This is an optimization exercise on Yosys and OpenROAD, whose aim is small area, not a production implementation. Where RTL was checked, it was by simulation tests only, not by an equivalence proof against the original. Power and IR drop assume default switching activity.

==> flow/design.v (excerpt) <==
module rename_core (
  input  logic                 clk,
  input  logic                 rst,
  input  logic                 i_dispatch,
  input  rename_pkg::instr_u   i_instr,
  input  logic                 i_complete,
  input  logic                 i_compl_mispredict,
  input  rename_pkg::rob_idx_t i_compl_rob,
  output logic                 o_stall,
  output rename_pkg::rob_idx_t o_rob_num,
  output rename_pkg::preg_t    o_p_rs,
  output rename_pkg::preg_t    o_p_rt,
  output rename_pkg::preg_t    o_p_rd_new,
  output logic                 o_rs_ready,
  output logic                 o_rt_ready,
  output logic                 o_retire,
  output rename_pkg::lreg_t    o_retire_lrd,
  output rename_pkg::preg_t    o_retire_p_rd
);
  logic [5:0] opcode;
  logic       valid_op, write_rd, reg_dest, read_rs, read_rt;
  logic [4:0] l_rs, l_rt, l_rd;
  assign opcode = i_instr.r.opcode;
  assign l_rs   = i_instr.r.rs;
  assign l_rt   = i_instr.r.rt;
  always_comb begin
    valid_op = 1'b0; write_rd = 1'b0; reg_dest = 1'b0; read_rs = 1'b0; read_rt = 1'b0;
    case (opcode)
      rename_pkg::op_rtype: begin
        valid_op = 1'b1; write_rd = 1'b1; reg_dest = 1'b1; read_rs = 1'b1; read_rt = 1'b1;
      end
      rename_pkg::op_addi, rename_pkg::op_lw: begin
        valid_op = 1'b1; reg_dest = 1'b1; read_rs = 1'b1;
      end
      rename_pkg::op_sw, rename_pkg::op_beq: begin
        valid_op = 1'b1; read_rs = 1'b1; read_rt = 1'b1;
      end
      default: ;
    endcase
  end
  assign l_rd = write_rd ? i_instr.r.rd : i_instr.i.rt;
  logic [15:0] dest, done;
  logic [4:0]  lrd   [16];
  logic [5:0]  p_new [16];
  logic [3:0]  head, tail, tail_m1;
  logic [4:0]  count;
  logic        rec_active;
  logic [3:0]  rec_target;
  logic [5:0]  ring [32];
  logic [4:0]  m;
  logic [5:0]  fresh_cnt;   
  logic        fresh;
  logic [5:0]  free_head;
  logic [5:0]  map [32];
  logic full, walk, accept, pop, retire, retire_dest, walk_dest;
  logic [4:0] lrd_w, idx3;
  logic [5:0] p3;
  assign tail_m1 = tail - 1'b1;
  assign full    = count[4];
  ...
export LEC_CHECK = 0
export CAP_MARGIN = 20
export CORE_MARGIN = 2
export CORE_UTILIZATION = 40
export CTS_CLUSTER_DIAMETER = 100
export CTS_CLUSTER_SIZE = 30
export PLACE_DENSITY = 0.6
export SETUP_SLACK_MARGIN = 0.5
export SLEW_MARGIN = 20
create_clock -name core_clock -period 7.0 [get_ports {clk}]
standard.sh (not shown) runs the stock make flow with config.mk's settings and CLKGATE_MAP_FILE= SYNTH_SCRIPT=/design/flow/synth_recipe.tcl, a recipe that flattens the netlist after the stock synthesis.
==> flow/flow/run.sh <==
#!/bin/bash
# Layout flow: the standard ORFS flow, with an area-oriented ABC mapping
# script in synthesis (registers and their names are unchanged).
set -euo pipefail
HERE=$(pwd)

# synthesis script: the standard flow's, with abc run on flow/area.abc
sed 's|log_cmd abc {\*}\$abc_args|log_cmd abc {*}[lreplace $abc_args 1 1 '"$HERE"'/flow/area.abc]|' \
  "$FLOW_HOME/scripts/synth.tcl" > "$HERE/area_synth_body.tcl"
grep -q "flow/area.abc" "$HERE/area_synth_body.tcl"
sed 's|source \$::env(SCRIPTS_DIR)/synth.tcl|source '"$HERE"'/area_synth_body.tcl|' \
  synth_recipe.tcl > "$HERE/area_synth.tcl"
grep -q "area_synth_body.tcl" "$HERE/area_synth.tcl"

EXTRA=()
if [[ -f flow/extra.txt ]]; then mapfile -t EXTRA < <(grep -v '^#' flow/extra.txt | grep .); fi

bash standard.sh SYNTH_SCRIPT="$HERE/area_synth.tcl" "${EXTRA[@]}" finish > "$HERE/orfs_flow.log" 2>&1
==> flow/flow/area.abc <==
strash
&get -n
&fraig -x
&put
scorr
dc2
strash
&get -n
&dch -f
&nf -R 1000
&put
strash
&get -n
&dch -f
&nf -R 1000
&put
==> flow/flow/extra.txt <==
Next try:
--- a/flow/design.v
+++ b/flow/design.v
@@ -124,24 +124,30 @@
   assign wrap = (tail < head) || (tail == head && full);
   assign live = full ? 16'hffff : (wrap ? (ge_head | lt_tail) : (ge_head & lt_tail));
   always_comb begin
     for (int e = 0; e < 16; e++) begin
       m_rs[e] = live[e] && dest[e] && (lrd[e] == l_rs);
       m_rt[e] = live[e] && dest[e] && (lrd[e] == l_rt);
     end
   end
-  logic [1:0] yb_rs_lo, yb_rs_all, yb_rt_lo, yb_rt_all;
-  logic       busy_rs, busy_rt;
-  youngest_busy i_yb_rs_lo  (.i_match(m_rs & lt_head), .i_done(done), .o_any(yb_rs_lo[1]),  .o_busy(yb_rs_lo[0]));
-  youngest_busy i_yb_rs_all (.i_match(m_rs),           .i_done(done), .o_any(yb_rs_all[1]), .o_busy(yb_rs_all[0]));
-  youngest_busy i_yb_rt_lo  (.i_match(m_rt & lt_head), .i_done(done), .o_any(yb_rt_lo[1]),  .o_busy(yb_rt_lo[0]));
-  youngest_busy i_yb_rt_all (.i_match(m_rt),           .i_done(done), .o_any(yb_rt_all[1]), .o_busy(yb_rt_all[0]));
-  assign busy_rs   = yb_rs_lo[1] ? yb_rs_lo[0] : (yb_rs_all[1] && yb_rs_all[0]);
-  assign busy_rt   = yb_rt_lo[1] ? yb_rt_lo[0] : (yb_rt_all[1] && yb_rt_all[0]);
+  logic [15:0] lo_rs, lo_rt, sel_rs, sel_rt;
+  logic        busy_rs, busy_rt;
+  assign lo_rs  = m_rs & lt_head;
+  assign lo_rt  = m_rt & lt_head;
+  assign sel_rs = (lo_rs != '0) ? lo_rs : m_rs;
+  assign sel_rt = (lo_rt != '0) ? lo_rt : m_rt;
+  always_comb begin
+    busy_rs = 1'b0;
+    busy_rt = 1'b0;
+    for (int e = 0; e < 16; e++) begin
+      if (sel_rs[e]) busy_rs = !done[e];
+      if (sel_rt[e]) busy_rt = !done[e];
+    end
+  end
   assign o_rs_ready = !read_rs || !busy_rs;
   assign o_rt_ready = !read_rt || !busy_rt;
   always_ff @(posedge clk or negedge rst) begin
     if (!rst) begin
       head  <= '0;
       tail  <= '0;
       count <= '0;
     end else begin
@@ -209,34 +215,8 @@
   always_ff @(posedge clk) begin
     for (int i = 0; i < 32; i++) begin
       if (map_we[i]) begin
         for (int b = 0; b < 6; b++) map[i][b] <= ((i >> b) & 1) ? map_wd_hi[b] : map_wd_lo[b];
       end
     end
   end
 endmodule
-module youngest_busy (
-  input  logic [15:0] i_match,
-  input  logic [15:0] i_done,
-  output logic        o_any,
-  output logic        o_busy
-);
-  logic [7:0] a1, b1;
-  logic [3:0] a2, b2;
-  logic [1:0] a3, b3;
-  always_comb begin
-    for (int k = 0; k < 8; k++) begin
-      a1[k] = i_match[2*k+1] | i_match[2*k];
-      b1[k] = i_match[2*k+1] ? !i_done[2*k+1] : !i_done[2*k];
-    end
-    for (int k = 0; k < 4; k++) begin
-      a2[k] = a1[2*k+1] | a1[2*k];
-      b2[k] = a1[2*k+1] ? b1[2*k+1] : b1[2*k];
-    end
-    for (int k = 0; k < 2; k++) begin
-      a3[k] = a2[2*k+1] | a2[2*k];
-      b3[k] = a2[2*k+1] ? b2[2*k+1] : b2[2*k];
-    end
-  end
-  assign o_any  = a3[1] | a3[0];
-  assign o_busy = a3[1] ? b3[1] : b3[0];
-endmodule
With this change the flow completed, yet does not pass: negative setup slack.
Setup slack is worse by 0.98 ns.
Non-clock buffer count went up by 138.
Wire length went up by 4.6%.
Worst hold slack hardly moves.
Global-route usage went up by 1.6 points.
Maximum frequency went down by 13%.
Cell area went up by 3.1%.
Power went up by 0.83%.
First-iteration DRC count went down by 2.9%.
Final cell count went up by 3.6%.
Count of clock-buffer cells in the layout went up by 1.
No functional check of the RTL was part of the second run of this note.

Another version of the RTL of rename_core (not shown whole).
Size: about 3800 cells after synthesis, about 620 flip-flops, roughly 36000 sq um of cells after synthesis.
==> module rename_core, before the edit <==
module rename_core (
  input  logic                 clk,
  input  logic                 rst,
  input  logic                 i_dispatch,
  input  rename_pkg::instr_u   i_instr,
  input  logic                 i_complete,
  input  logic                 i_compl_mispredict,
  input  rename_pkg::rob_idx_t i_compl_rob,
  output logic                 o_stall,
  output rename_pkg::rob_idx_t o_rob_num,
  output rename_pkg::preg_t    o_p_rs,
  output rename_pkg::preg_t    o_p_rt,
  output rename_pkg::preg_t    o_p_rd_new,
  output logic                 o_rs_ready,
  output logic                 o_rt_ready,
  output logic                 o_retire,
  output rename_pkg::lreg_t    o_retire_lrd,
  output rename_pkg::preg_t    o_retire_p_rd
);
  logic [5:0] opcode;
  logic       valid_op, write_rd, reg_dest, read_rs, read_rt;
  logic [4:0] l_rs, l_rt, l_rd;
  assign opcode = i_instr.r.opcode;
  assign l_rs   = i_instr.r.rs;
  assign l_rt   = i_instr.r.rt;
  always_comb begin
    valid_op = 1'b0; write_rd = 1'b0; reg_dest = 1'b0; read_rs = 1'b0; read_rt = 1'b0;
    case (opcode)
      rename_pkg::op_rtype: begin
        valid_op = 1'b1; write_rd = 1'b1; reg_dest = 1'b1; read_rs = 1'b1; read_rt = 1'b1;
      end
      rename_pkg::op_addi, rename_pkg::op_lw: begin
        valid_op = 1'b1; reg_dest = 1'b1; read_rs = 1'b1;
      end
      rename_pkg::op_sw, rename_pkg::op_beq: begin
        valid_op = 1'b1; read_rs = 1'b1; read_rt = 1'b1;
      end
      default: ;
    endcase
  end
  assign l_rd = write_rd ? i_instr.r.rd : i_instr.i.rt;
  logic [15:0] dest, done;
  logic [4:0]  lrd   [16];
  logic [5:0]  p_new [16];
  logic [3:0]  head, tail, tail_m1;
  logic [4:0]  count;
  logic        rec_active;
  logic [3:0]  rec_target;
  logic [5:0]  ring [32];
  logic [4:0]  m;
  logic [5:0]  map [32];
  logic full, walk, accept, pop, retire, retire_dest, walk_dest;
  logic [4:0] lrd_w, idx3;
  logic [5:0] p3;
  assign tail_m1 = tail - 1'b1;
  assign full    = count[4];
  assign walk    = rec_active && (tail != rec_target);
  assign o_stall = full || walk;
  assign accept  = i_dispatch && valid_op && !o_stall;
  assign pop     = accept && reg_dest;
  assign retire      = (count != '0) && done[head] && !rec_active;
  assign retire_dest = retire && dest[head];
  assign walk_dest   = walk && dest[tail_m1];
  assign lrd_w       = lrd[tail_m1];
  assign o_retire      = retire;
  assign o_retire_lrd  = lrd[head];
  assign o_retire_p_rd = p_new[head];
  assign o_rob_num     = tail;
  assign o_p_rd_new    = ring[0];
  assign idx3   = walk ? lrd_w : l_rd;
  assign p3     = map[idx3];
  assign o_p_rs = map[l_rs];
  assign o_p_rt = map[l_rt];
  logic [15:0] live, ge_head, lt_tail, lt_head, m_rs, m_rt;
  logic        wrap;
  always_comb begin
    for (int e = 0; e < 16; e++) begin
      ge_head[e] = (4'(e) >= head);
      lt_head[e] = (4'(e) < head);
      lt_tail[e] = (4'(e) < tail);
    end
  end
  assign wrap = (tail < head) || (tail == head && full);
  assign live = full ? 16'hffff : (wrap ? (ge_head | lt_tail) : (ge_head & lt_tail));
  always_comb begin
    for (int e = 0; e < 16; e++) begin
      m_rs[e] = live[e] && dest[e] && (lrd[e] == l_rs);
      m_rt[e] = live[e] && dest[e] && (lrd[e] == l_rt);
    end
  end
  logic [15:0] lo_rs, lo_rt, sel_rs, sel_rt;
  logic        busy_rs, busy_rt;
  assign lo_rs  = m_rs & lt_head;
  assign lo_rt  = m_rt & lt_head;
  assign sel_rs = (lo_rs != '0) ? lo_rs : m_rs;
  assign sel_rt = (lo_rt != '0) ? lo_rt : m_rt;
  always_comb begin
    busy_rs = 1'b0;
    busy_rt = 1'b0;
    for (int e = 0; e < 16; e++) begin
      if (sel_rs[e]) busy_rs = !done[e];
      if (sel_rt[e]) busy_rt = !done[e];
    end
  end
  assign o_rs_ready = !read_rs || !busy_rs;
  assign o_rt_ready = !read_rt || !busy_rt;
  always_ff @(posedge clk or negedge rst) begin
    if (!rst) begin
      head  <= '0;
      tail  <= '0;
      count <= '0;
    end else begin
      count <= count + 5'(accept) - 5'(retire) - 5'(walk);
      if (accept) tail <= tail + 1'b1;
      if (walk)   tail <= tail_m1;
      if (retire) head <= head + 1'b1;
    end
  end
  always_ff @(posedge clk or negedge rst) begin
    if (!rst) begin
      rec_active <= 1'b0;
      rec_target <= '0;
    end else if (i_complete && i_compl_mispredict && !rec_active) begin
      rec_active <= 1'b1;
      rec_target <= i_compl_rob + 1'b1;
    end else if (rec_active && (!walk || tail_m1 == rec_target)) begin
      rec_active <= 1'b0;
    end
  end
  always_ff @(posedge clk) begin
    if (accept) begin
      dest[tail]  <= reg_dest;
      done[tail]  <= 1'b0;
      lrd[tail]   <= l_rd;
      p_new[tail] <= ring[0];
    end
    if (i_complete) begin
      done[i_compl_rob] <= 1'b1;
    end
  end
  always_ff @(posedge clk or negedge rst) begin
    if (!rst) begin
      m <= '0;
    end else begin
      m <= m + 5'(pop) - 5'(retire_dest) - 5'(walk_dest);
    end
  end
  always_ff @(posedge clk or negedge rst) begin
    if (!rst) begin
      for (int i = 0; i < 32; i++) ring[i] <= 6'(32 + i);
    end else if (pop) begin
      for (int i = 0; i < 31; i++) ring[i] <= ring[i+1];
      ring[31] <= p3;
    end else if (walk_dest) begin
      for (int i = 16; i < 32; i++) begin
        if (6'(i) == 6'd32 - 6'(m))      ring[i] <= p3;
        else if (6'(i) > 6'd32 - 6'(m))  ring[i] <= ring[i-1];
      end
    end
  end
  always_ff @(posedge clk or negedge rst) begin
    if (!rst) begin
      for (int i = 0; i < 32; i++) map[i] <= 6'(i);
    end else if (pop || walk_dest) begin
      map[idx3] <= walk ? ring[31] : ring[0];
    end
  end
endmodule
==> flow/config.mk <==
export PLATFORM = sky130hd
export DESIGN_NAME = rename_core
export DESIGN_NICKNAME = rename_core
export VERILOG_FILES = /design/flow/design.v
export SDC_FILE = /design/flow/constraint.sdc
export NUM_CORES = 4
export LEC_CHECK = 0
export CAP_MARGIN = 20
export CORE_MARGIN = 2
export CORE_UTILIZATION = 40
export CTS_CLUSTER_DIAMETER = 100
export CTS_CLUSTER_SIZE = 30
export PLACE_DENSITY = 0.6
export SETUP_SLACK_MARGIN = 0.2
export SLEW_MARGIN = 20
==> flow/constraint.sdc <==
create_clock -name core_clock -period 7.0 [get_ports {clk}]
set_input_delay 1.4000 -clock core_clock [delete_from_list [all_inputs] [get_ports {clk}]]
set_output_delay 1.4000 -clock core_clock [all_outputs]
set_load 0.01 [all_outputs]
run.sh (not shown) runs the stock make flow with config.mk's settings and CLKGATE_MAP_FILE= SYNTH_SCRIPT=/design/flow/synth_recipe.tcl, a recipe that flattens the netlist after the stock synthesis.
Stock flow here: none of the scripts above is used.
Edit:
--- a/flow/design.v
+++ b/flow/design.v
@@ -85,4 +85,7 @@
   logic [5:0]  ring [32];
   logic [4:0]  m;
+  logic [5:0]  fresh_cnt;   
+  logic        fresh;
+  logic [5:0]  free_head;
   logic [5:0]  map [32];
   logic full, walk, accept, pop, retire, retire_dest, walk_dest;
@@ -103,5 +106,7 @@
   assign o_retire_p_rd = p_new[head];
   assign o_rob_num     = tail;
-  assign o_p_rd_new    = ring[0];
+  assign fresh         = !fresh_cnt[5];
+  assign free_head     = fresh ? {1'b1, fresh_cnt[4:0]} : ring[0];
+  assign o_p_rd_new    = free_head;
   assign idx3   = walk ? lrd_w : l_rd;
   assign p3     = map[idx3];
@@ -169,5 +174,5 @@
       done[tail]  <= 1'b0;
       lrd[tail]   <= l_rd;
-      p_new[tail] <= ring[0];
+      p_new[tail] <= free_head;
     end
     if (i_complete) begin
@@ -184,6 +189,11 @@
   always_ff @(posedge clk or negedge rst) begin
     if (!rst) begin
-      for (int i = 0; i < 32; i++) ring[i] <= 6'(32 + i);
-    end else if (pop) begin
+      fresh_cnt <= '0;
+    end else if (pop && fresh) begin
+      fresh_cnt <= fresh_cnt + 1'b1;
+    end
+  end
+  always_ff @(posedge clk) begin
+    if (pop) begin
       for (int i = 0; i < 31; i++) ring[i] <= ring[i+1];
       ring[31] <= p3;
@@ -195,9 +205,17 @@
     end
   end
-  always_ff @(posedge clk or negedge rst) begin
-    if (!rst) begin
-      for (int i = 0; i < 32; i++) map[i] <= 6'(i);
-    end else if (pop || walk_dest) begin
-      map[idx3] <= walk ? ring[31] : ring[0];
+  logic [5:0]  map_wd, map_wd_hi, map_wd_lo;
+  logic [31:0] map_we;
+  assign map_wd    = walk ? ring[31] : free_head;
+  assign map_wd_hi = map_wd | {6{!rst}};
+  assign map_wd_lo = map_wd & {6{rst}};
+  always_comb begin
+    for (int i = 0; i < 32; i++) map_we[i] = !rst || ((pop || walk_dest) && idx3 == 5'(i));
+  end
+  always_ff @(posedge clk) begin
+    for (int i = 0; i < 32; i++) begin
+      if (map_we[i]) begin
+        for (int b = 0; b < 6; b++) map[i][b] <= ((i >> b) & 1) ? map_wd_hi[b] : map_wd_lo[b];
+      end
     end
   end
Effect: Fmax came out higher by 0.32%. Non-clock buffer count came out higher by 3. Synthesized area came out lower by about 2.1%. Cell area came out lower by 1.6%. Cell count came out lower by about 11%. Worst hold slack gets worse by 0.051 ns. Power came out lower by 3.9%. Wire length came out lower by 2.7%. Via count came out lower by about 9%. Sequential power came out higher by about 3%. Die area came out lower by 2.1%. Register-to-register slack gets better by 0.47 ns. Flip-flop and latch count came out higher by 6. Critical path depth came out higher by 2.
For the second run of this note, only the layout was checked, not whether the RTL still works.

==> port drivers added, routing unchanged <==
In the flow no input, the clock included, has a driving cell. The finished layouts below were timed again as built, in two steps.
Step 1 sets driving cells, clkbuf_16 on the clock port and buf_2 on the other inputs (assumed; they add their load-dependent delay and slew).
Step 2 adds t to the input delays and takes it off the output delays; t is the mean of the earliest and latest rising clock arrival at the registers after step 1. Input paths then give back, and output paths get back, about the clock's delay inside the block.
a / b / c = ideal ports / drivers / drivers and shift; a / b = the first two.
run | t, ns | setup WS [ns] | worst hold slack (ns) | worst setup path at the end
the first run of note 1 | 0.695 | 0.461 / 0.427 / -0.183 | 0.422 / 0.422 / 0.422 | input to register
the second run of note 1 | 0.711 | -0.520 / -0.582 / -0.272 | 0.424 / 0.424 / 0.424 | input to output
the first run of note 2 | 0.748 | 0.302 / 0.190 / 0.190 | 0.456 / 0.456 / 0.456 | input to output
the second run of note 2 | 0.735 | 0.324 / 0.293 / 0.300 | 0.405 / 0.405 / 0.405 | input to output
Met with ideal ports but missed after step 2: setup timing in the first run of note 1. The setup slack of the first run of note 1, which loses most, moves by -0.034 ns with the drivers and by -0.644 ns with both steps.
